From an optimization exercise on the open Yosys and OpenROAD flow, aimed at small area, a short achievable clock period and few clock cycles; shortcuts taken in it are not production practice.
RTL that was checked went through simulation tests only; none was proved equivalent to the original.
No activity file was given, so power comes from the tool's default toggle rates.

## JK
==> flow/design.v <==
package mapache64;
    localparam int FG_ROW_LEN = 8;
    typedef struct packed {
        logic [7:0] x;
        logic [7:0] y;
        logic [4:0] pmfa;
        logic       hflip;
        logic       vflip;
        logic [2:0] color;
        logic [5:0] rsvd;
    } obm_object_t;
    typedef struct packed {
        logic [1:0] lightness;
        logic [2:0] rgb;
    } pixel_t;
endpackage
module fg_line_buffer
#(
    parameter int N = 16
) (
    input  logic            clk,
    input  logic            rst_n,
    input  logic            start_i,
    input  logic [7:0]      start_y_i,
    input  logic            commit_i,
    input  logic [4:0]      commit_cnt_i,
    input  logic            xc_we_i,
    input  logic [3:0]      xc_slot_i,
    input  logic [7:0]      x_i,
    input  logic [2:0]      color_i,
    input  logic            l_we_i,
    input  logic [3:0]      l_slot_i,
    input  logic [15:0]     l_i,
    input  logic [7:0]      rd_x_i,
    input  logic [7:0]      rd_y_i,
    output logic            match_o,
    output logic [5*N/4-1:0] rd_grp_o
);
    logic [7:0]  ex_q [N];
    logic [2:0]  ec_q [N];
    logic [15:0] el_q [N];
    logic [4:0]  cnt_q;
    logic        tag_valid_q;
    logic [4:0]  leaf [N];
    logic [7:0]  tag_y_q;
    always_ff @(posedge clk or negedge rst_n) begin
        if (!rst_n) begin
            tag_valid_q <= 1'b0;
        end else if (start_i) begin
            tag_valid_q <= 1'b0;
        end else if (commit_i) begin
            tag_valid_q <= 1'b1;
        end
    end
    always_ff @(posedge clk) begin
        if (start_i) tag_y_q <= start_y_i;
        if (commit_i) cnt_q <= commit_cnt_i;
    end
    function automatic logic lt3(input logic [2:0] a, input logic [2:0] b);
        lt3 = (!a[2] && b[2]) || (a[2] == b[2] && ((!a[1] && b[1]) || (a[1] == b[1] && !a[0] && b[0])));
    endfunction
    function automatic logic [4:0] inc5(input logic [4:0] a);
        for (int i = 0; i < 5; i++) inc5[i] = a[i] ^ (&(a | ~((5'd1 << i) - 5'd1)));
    endfunction
    logic [7:0] rd_lo_oh;
    logic [4:0] rd_hi;
    for (genvar j = 0; j < 8; j++) begin : g_dec
        assign rd_lo_oh[j] = rd_x_i[2:0] == 3'(j);
    end
    assign rd_hi    = rd_x_i[7:3];
    for (genvar e = 0; e < N; e++) begin : g_ent
        logic       ge, in;
        logic [4:0] hi1;
        logic [1:0] lum;
        always_ff @(posedge clk) begin
            if (xc_we_i && xc_slot_i == 4'(e)) begin
                ex_q[e] <= x_i;
                ec_q[e] <= color_i;
            end
            if (l_we_i && l_slot_i == 4'(e)) el_q[e] <= l_i;
        end
        assign ge  = !lt3(rd_x_i[2:0], ex_q[e][2:0]);
        assign hi1 = inc5(ex_q[e][7:3]);
        assign in  = ge ? rd_hi == ex_q[e][7:3] : rd_hi == hi1;
        always_comb begin
            lum = 2'd0;
            for (int j = 0; j < 8; j++) lum = lum | ({2{rd_lo_oh[j]}} & el_q[e][2*j +: 2]);
        end
        assign leaf[e] = {(in && cnt_q > 5'(e)) ? lum : 2'd0, ec_q[e]};
    end
    function automatic logic [4:0] first4(input logic [19:0] d);
        logic [4:0] r;
        r = d[19:15];
        if (d[14:13] != 2'd0) r = d[14:10];
        if (d[9:8] != 2'd0)   r = d[9:5];
        if (d[4:3] != 2'd0)   r = d[4:0];
        first4 = r;
    endfunction
    for (genvar q = 0; q < N/4; q++) begin : g_grp
        assign rd_grp_o[5*q +: 5] = first4({leaf[4*q+3], leaf[4*q+2], leaf[4*q+1], leaf[4*q]});
    end
    assign match_o = tag_valid_q && tag_y_q == rd_y_i;
endmodule
module foreground_line_engine
#(
    parameter int NUM_OBJECTS  = 64,
    parameter int MAX_PER_LINE = 16,
    localparam int OW = $clog2(NUM_OBJECTS),
    localparam int HW = $clog2(MAX_PER_LINE + 1),
    localparam int N  = MAX_PER_LINE
) (
    input  logic          gpu_clk,
    input  logic          rst_n,
    input  logic          prefetch_start_i,
    input  logic [7:0]    prefetch_y_i,
    output logic          busy_o,
    output logic          done_o,
    output logic          miss_o,
    output logic          overflow_o,
    output logic [OW-1:0] obm_addr_o,
    input  mapache64::obm_object_t   obm_object_i,
    output logic [7:0]    pmf_addr_o,
    input  logic [15:0]   pmf_line_i,
    input  logic [7:0]    display_x_i,
    input  logic [7:0]    display_y_i,
    output mapache64::pixel_t        pixel_o,
    output logic          valid_o
);
    localparam bit EARLY_STOP = 1'b1;
    logic           busy_q, scan_q, drain_q, done_q, miss_q, ovf_q, overflow_q;
    logic           rr_q, victim_q;
    logic [OW-1:0]  idx_q;
    logic [HW-1:0]  hcnt_q;
    logic [7:0]     y_q, pmf_addr_q, dy;
    logic [4:0]     y_hi_m1;
    logic           hit1_q, hit2_q, hflip1_q, hflip2_q;
    logic [3:0]     slot1_q, slot2_q;
    logic [2:0]     xlo1_q, xlo2_q;
    logic           accept, on_line, full, new_hit, drop, last, stop, unused_rsvd;
    logic [15:0]    lrot;
    assign accept      = prefetch_start_i && !busy_q;
    assign dy          = y_q - obm_object_i.y;
    assign y_hi_m1     = y_q[7:3] - 5'd1;
    assign on_line     = obm_object_i.y[7:3] == y_q[7:3] ? obm_object_i.y[2:0] <= y_q[2:0]
                       : obm_object_i.y[7:3] == y_hi_m1 && obm_object_i.y[2:0] > y_q[2:0];
    assign full        = hcnt_q == HW'(MAX_PER_LINE);
    assign new_hit     = scan_q && on_line && !full;
    assign drop        = scan_q && on_line && full;
    assign last        = idx_q == '0;
    assign stop        = last || (EARLY_STOP && drop);
    assign unused_rsvd = ^obm_object_i.rsvd;
    always_ff @(posedge gpu_clk or negedge rst_n) begin
        if (!rst_n) begin
            busy_q     <= 1'b0;
            scan_q     <= 1'b0;
            drain_q    <= 1'b0;
            done_q     <= 1'b0;
            miss_q     <= 1'b0;
            overflow_q <= 1'b0;
            rr_q       <= 1'b0;
            idx_q      <= '0;
            hit1_q     <= 1'b0;
            hit2_q     <= 1'b0;
        end else begin
            miss_q  <= prefetch_start_i && busy_q;
            drain_q <= 1'b0;
            done_q  <= 1'b0;
            hit1_q  <= new_hit;
            hit2_q  <= hit1_q;
            if (accept) begin
                busy_q <= 1'b1;
                scan_q <= 1'b1;
                rr_q   <= !rr_q;
                idx_q  <= OW'(1);
            end
            if (scan_q) begin
                if (stop) begin
                    scan_q  <= 1'b0;
                    idx_q   <= '0;
                    drain_q <= new_hit;
                    done_q  <= !new_hit;
                end else begin
                    idx_q <= idx_q + 1'b1;
                end
            end
            if (drain_q) done_q <= 1'b1;
            if (done_q) begin
                busy_q     <= 1'b0;
                overflow_q <= ovf_q;
            end
        end
    end
    always_ff @(posedge gpu_clk) begin
        if (accept) begin
            y_q      <= prefetch_y_i;
            victim_q <= rr_q;
            hcnt_q   <= '0;
            ovf_q    <= 1'b0;
        end
        if (new_hit) hcnt_q <= hcnt_q + 1'b1;
        if (drop) ovf_q <= 1'b1;
        pmf_addr_q <= {obm_object_i.pmfa, dy[2:0] ^ {3{obm_object_i.vflip}}};
        slot1_q    <= hcnt_q[3:0];
        xlo1_q     <= obm_object_i.x[2:0];
        hflip1_q   <= obm_object_i.hflip;
        slot2_q    <= slot1_q;
        xlo2_q     <= xlo1_q;
        hflip2_q   <= hflip1_q;
    end
    always_comb begin
        for (int j = 0; j < 8; j++) begin
            logic [2:0] c;
            c = 3'(j) - xlo2_q;
            c = c ^ {3{hflip2_q}};
            lrot[2*j +: 2] = pmf_line_i[14 - 2*c +: 2];
        end
    end
    logic [1:0]        match;
    logic [5*N/2-1:0]  rd_grp;
    mapache64::pixel_t pixel_q;
    for (genvar g = 0; g < 2; g++) begin : g_buf
        fg_line_buffer #(.N(N)) u_buf (
            .clk         (gpu_clk),
            .rst_n       (rst_n),
            .start_i     (accept && rr_q == 1'(g)),
            .start_y_i   (prefetch_y_i),
            .commit_i    (done_q && victim_q == 1'(g)),
            .commit_cnt_i(hcnt_q),
            .xc_we_i     (scan_q && !full && victim_q == 1'(g)),
            .xc_slot_i   (hcnt_q[3:0]),
            .x_i         (obm_object_i.x),
            .color_i     (obm_object_i.color),
            .l_we_i      (hit2_q && victim_q == 1'(g)),
            .l_slot_i    (slot2_q),
            .l_i         (lrot),
            .rd_x_i      (display_x_i),
            .rd_y_i      (display_y_i),
            .match_o     (match[g]),
            .rd_grp_o    (rd_grp[5*N/4*g +: 5*N/4])
        );
    end
    logic                rd_a_q;
    logic [5*N/2-1:0]    rd_grp_q;
    logic [4:0]          rd_pix_a, rd_pix_b;
    always_ff @(posedge gpu_clk or negedge rst_n) begin
        if (!rst_n) begin
            rd_a_q   <= 1'b0;
            rd_grp_q <= '0;
        end else begin
            rd_a_q   <= match[0];
            rd_grp_q <= {match[1] ? rd_grp[5*N/2-1:5*N/4] : '0, rd_grp[5*N/4-1:0]};
        end
    end
    always_comb begin
        rd_pix_a = '0;
        rd_pix_b = '0;
        for (int q = N/4 - 1; q >= 0; q--) begin
            if (rd_grp_q[5*q+3 +: 2] != 2'd0)       rd_pix_a = rd_grp_q[5*q +: 5];
            if (rd_grp_q[5*N/4+5*q+3 +: 2] != 2'd0) rd_pix_b = rd_grp_q[5*N/4+5*q +: 5];
        end
    end
    assign pixel_q = rd_a_q ? rd_pix_a : rd_pix_b;
    assign busy_o     = busy_q;
    assign done_o     = done_q;
    assign miss_o     = miss_q;
    assign overflow_o = overflow_q;
    assign obm_addr_o = idx_q;
    assign pmf_addr_o = pmf_addr_q;
    assign pixel_o    = pixel_q;
    assign valid_o    = pixel_q.lightness != 2'd0;
endmodule
clock: 10.0 ns
lec_check: 0
cap_margin: 20
core_margin: 2
core_utilization: 60
setup_slack_margin: 5
slew_margin: 20
run.sh (not shown) runs the stock make flow with config.mk's settings and CLKGATE_MAP_FILE= SYNTH_SCRIPT=/design/flow/synth_recipe.tcl, a recipe that flattens the netlist after the stock synthesis.
Modified inputs, MS compared to JK
diff --git a/flow/design.v b/flow/design.v
--- a/flow/design.v
+++ b/flow/design.v
@@ -35,5 +35,5 @@
     input  logic [7:0]      rd_y_i,
     output logic            match_o,
-    output logic [5*N/4-1:0] rd_grp_o
+    output logic [4:0]      rd_pix_o
 );
     logic [7:0]  ex_q [N];
@@ -97,7 +97,11 @@
         first4 = r;
     endfunction
+    logic [4:0] grp [N/4];
     for (genvar q = 0; q < N/4; q++) begin : g_grp
-        assign rd_grp_o[5*q +: 5] = first4({leaf[4*q+3], leaf[4*q+2], leaf[4*q+1], leaf[4*q]});
-    end
+        assign grp[q] = first4({leaf[4*q+3], leaf[4*q+2], leaf[4*q+1], leaf[4*q]});
+    end
+    logic [4:0] root;
+    assign root     = first4({grp[3], grp[2], grp[1], grp[0]});
+    assign rd_pix_o = root[4:3] != 2'd0 ? root : 5'd0;
     assign match_o = tag_valid_q && tag_y_q == rd_y_i;
 endmodule
@@ -217,5 +221,5 @@
     end
     logic [1:0]        match;
-    logic [5*N/2-1:0]  rd_grp;
+    logic [9:0]        rd_pix;
     mapache64::pixel_t pixel_q;
     for (genvar g = 0; g < 2; g++) begin : g_buf
@@ -237,28 +241,19 @@
             .rd_y_i      (display_y_i),
             .match_o     (match[g]),
-            .rd_grp_o    (rd_grp[5*N/4*g +: 5*N/4])
+            .rd_pix_o    (rd_pix[5*g +: 5])
         );
     end
-    logic                rd_a_q;
-    logic [5*N/2-1:0]    rd_grp_q;
-    logic [4:0]          rd_pix_a, rd_pix_b;
+    logic       rd_a_q;
+    logic [9:0] rd_pix_q;
     always_ff @(posedge gpu_clk or negedge rst_n) begin
         if (!rst_n) begin
             rd_a_q   <= 1'b0;
-            rd_grp_q <= '0;
+            rd_pix_q <= '0;
         end else begin
             rd_a_q   <= match[0];
-            rd_grp_q <= {match[1] ? rd_grp[5*N/2-1:5*N/4] : '0, rd_grp[5*N/4-1:0]};
-        end
-    end
-    always_comb begin
-        rd_pix_a = '0;
-        rd_pix_b = '0;
-        for (int q = N/4 - 1; q >= 0; q--) begin
-            if (rd_grp_q[5*q+3 +: 2] != 2'd0)       rd_pix_a = rd_grp_q[5*q +: 5];
-            if (rd_grp_q[5*N/4+5*q+3 +: 2] != 2'd0) rd_pix_b = rd_grp_q[5*N/4+5*q +: 5];
-        end
-    end
-    assign pixel_q = rd_a_q ? rd_pix_a : rd_pix_b;
+            rd_pix_q <= {match[1] ? rd_pix[9:5] : 5'd0, rd_pix[4:0]};
+        end
+    end
+    assign pixel_q = rd_a_q ? rd_pix_q[4:0] : rd_pix_q[9:5];
     assign busy_o     = busy_q;
     assign done_o     = done_q;
==> comparison <==
MS went all the way through synthesis, placement and routing and the layout is clean on timing, DRC and antenna.
| wire length after detailed routing | MS vs JK | 1100 µm higher |
Delta (MS minus JK): clock power increased about 5%, proportion of layout cells with a drive suffix above 1 +1.7 points, count of sequential standard cells down about 3%.
On number of nets in the synthesized netlist, JK and MS are basically level.
Compared with JK, in MS upper clock frequency limit flat; post-route standard cell area excluding fillers +1.3%.
Testbench counts of MS, summed over its fixed seeds: cycles 12,278.
Only the layout flow was run in JK; the RTL was not checked for function there.

re-timing with driven ports:
How much do the figures lean on ideal ports? The routed layouts below were timed once more, with nothing changed but the port constraints.
Step 1 (the two cells are an assumption about what drives the block):
set clk [get_ports {gpu_clk}]
set_driving_cell -lib_cell sky130_fd_sc_hd__clkbuf_16 $clk
set_driving_cell -lib_cell sky130_fd_sc_hd__buf_2 [delete_from_list [all_inputs] $clk]
Step 2 adds t to the input delays and takes it off the output delays; t is the mean of the earliest and latest rising clock arrival at the registers after step 1. Input paths then give back, and output paths get back, about the clock's delay inside the block.
Slacks: ideal ports / drivers / drivers and shift; pairs: ideal ports / drivers.
run | t (ns) | setup WS [ns] | clock arrival spread, ns | slew at the worst register clock pin (ns)
JK | 0.726 | 5.040 / 4.970 / 4.424 | 0.026 / 0.026 | 0.07 / 0.07
MS | 0.722 | 5.037 / 4.997 / 4.276 | 0.029 / 0.029 | 0.07 / 0.07
After both steps every run listed still meets setup and hold. The setup slack of MS, which loses most, moves by -0.040 ns with the drivers and by -0.761 ns with both steps.
